What follows belongs to an exercise in optimizing a design on an open flow for small area, a short achievable clock period and few clock cycles per item; a production flow would make more cautious choices. Only simulation tests tie the RTL to the original design; equivalence was not proved. No activity file was given, so power comes from the tool's default toggle rates.

job 6572:
==> flow/design.v (excerpt) <==
module ordered_array_insert_erase #(
  parameter int unsigned CAPACITY   = 16,
  parameter int unsigned ELEM_WIDTH = 32
) (
  input  wire logic                                 clk_i,
  input  wire logic                                 rst_ni,
  input  wire logic                                 in_valid_i,
  output logic                                      in_stall_o,
  input  wire logic        [oaie_pkg::FUNC_W-1:0]   func_i,
  input  wire logic        [oaie_pkg::INDEX_W-1:0]  index_i,
  input  wire logic signed [oaie_pkg::VALUE_W-1:0]  value_i,
  output logic                                      out_valid_o,
  input  wire logic                                 out_stall_i,
  output logic signed      [oaie_pkg::VALUE_W-1:0]  read_value_o,
  output logic             [oaie_pkg::STATUS_W-1:0] status_o,
  output logic             [oaie_pkg::COUNT_W-1:0]  count_o,
  output logic                                      is_empty_o
);
  localparam int unsigned CW = oaie_pkg::COUNT_W;
  logic                  i_app_q, i_drop_q, i_ins_q, i_era_q, i_rd_q;    
  logic [CW-1:0]         i_idx_q;
  logic [CAPACITY-1:0]   i_le_q;       
  logic [ELEM_WIDTH-1:0] i_val_q;
  logic                  stall_q;      
  logic                  ex_q;         
  logic [CAPACITY-1:0]   r_oh_q;       
  logic [CW-1:0]         cnt_q;
  logic [ELEM_WIDTH-1:0] mem_q [CAPACITY];
  logic                  o_v_q;
  logic [31:0]           o_rv_q;
  logic [1:0]            o_st_q;
  logic [CW-1:0]         o_cnt_q;
  logic                  o_empty_q;
  logic                  s_v_q;
  logic [1:0]            s_st_q;
  logic                  s_rd_q;
  logic in_ld, o_free, i_v_d, s_v_d;
  ...
Size in the first run: about 2,300 cells after synthesis, ~640 flip-flops, about 86 I/O pins, roughly 31,000 um2 of cells after synthesis.
Settings: LEC_CHECK=0, CAP_MARGIN=20, CORE_MARGIN=2, CORE_UTILIZATION=50, SETUP_SLACK_MARGIN=2.7, SLEW_MARGIN=20; clock period 5.0 ns.
run.sh (not shown) runs the stock make flow with config.mk's settings and CLKGATE_MAP_FILE= SYNTH_SCRIPT=/design/flow/synth_recipe.tcl, a recipe that flattens the netlist after the stock synthesis.
Job 6572 ended with every stage complete and zero timing, DRC or antenna violations.
Testbench counts of job 6572, summed over its fixed seeds: cycles 13,104, items 13,088.
[inputs] job 7976 vs job 6572
# job 6572
export LEC_CHECK = 0
export CAP_MARGIN = 20
export CORE_MARGIN = 2
export CORE_UTILIZATION = 50
export SETUP_SLACK_MARGIN = 2.7
export SLEW_MARGIN = 20
create_clock -name core_clock -period 5.0 [get_ports {clk_i}]
# job 7976
export LEC_CHECK = 0
export CAP_MARGIN = 20
export CORE_MARGIN = 2
export CORE_UTILIZATION = 60
export CTS_CLUSTER_DIAMETER = 100
export CTS_CLUSTER_SIZE = 25
export SETUP_SLACK_MARGIN = 2.7
export SLEW_MARGIN = 20
create_clock -name core_clock -period 5.0 [get_ports {clk_i}]
==> comparison <==
Job 7976 ended up with a lower part of the cycle the worst path needs than job 6572 did. Looking only at number of antenna repair diodes, and setting everything else aside, the higher value of job 6572 and job 7976 goes to job 6572. Job 6572 -> job 7976: via density per instance increased by a little under 10%. Relative to job 6572, job 7976 improves overall die area. Job 7976: done, clean on timing, DRC and antenna. Taking job 6572 as the reference, in job 7976 share of power burned in the clock network has decreased, final worst setup slack has increased, share of total power in sequential cells has increased, core utilization has increased. Number of non-clock buffers in the layout in job 7976 is about 20% above job 6572.
> inputs changed (job 7976 -> job 617)
# job 7976
export LEC_CHECK = 0
export CAP_MARGIN = 20
export CORE_MARGIN = 2
export CORE_UTILIZATION = 60
export CTS_CLUSTER_DIAMETER = 100
export CTS_CLUSTER_SIZE = 25
export SETUP_SLACK_MARGIN = 2.7
export SLEW_MARGIN = 20
create_clock -name core_clock -period 5.0 [get_ports {clk_i}]
# job 617
export LEC_CHECK = 0
export CAP_MARGIN = 20
export CORE_MARGIN = 2
export CORE_UTILIZATION = 50
export CTS_CLUSTER_DIAMETER = 100
export CTS_CLUSTER_SIZE = 25
export SETUP_SLACK_MARGIN = 2.7
export SLEW_MARGIN = 20
create_clock -name core_clock -period 5.0 [get_ports {clk_i}]
Results
- | met2 track demand over resource | higher: job 7976 |
- Initial antenna violation count in job 617 is 1 higher than in job 7976
- Relative to job 7976, the starting density of the core of job 617 is lower by 10 points.
- Job 617 vs job 7976: power up

## static timing again, ports no longer ideal
How much do the figures lean on ideal ports? The routed layouts below were timed once more, with nothing changed but the port constraints. Step 1 assumes that a clkbuf_16 drives the clock port and a buf_2 every other input. Step 2, shift: input delay + t, output delay - t, t = (earliest + latest rising clock arrival at the registers) / 2. This alone moves slack from input paths to output paths. Slacks: ideal ports / drivers / drivers and shift; pairs: ideal ports / drivers.
| run | shift t [ns] | setup slack, ns | worst register clock-pin slew, ns | worst slew at a driven data input, ns | pins driven straight from the clock port |
|---|---|---|---|---|---|
| job 6572 | 0.683 | 2.626 / 2.626 / 2.274 | 0.07 / 0.07 | 0.03 | 1 |
| job 7976 | 0.712 | 2.679 / 2.627 / 2.135 | 0.11 / 0.11 | 0.04 | 1 |
| job 617 | 0.703 | 2.644 / 2.643 / 2.274 | 0.11 / 0.11 | 0.03 | 1 |
After both steps every run listed still meets setup and hold. The setup slack of job 7976, which loses most, moves by -0.052 ns with the drivers and by -0.544 ns with both steps.
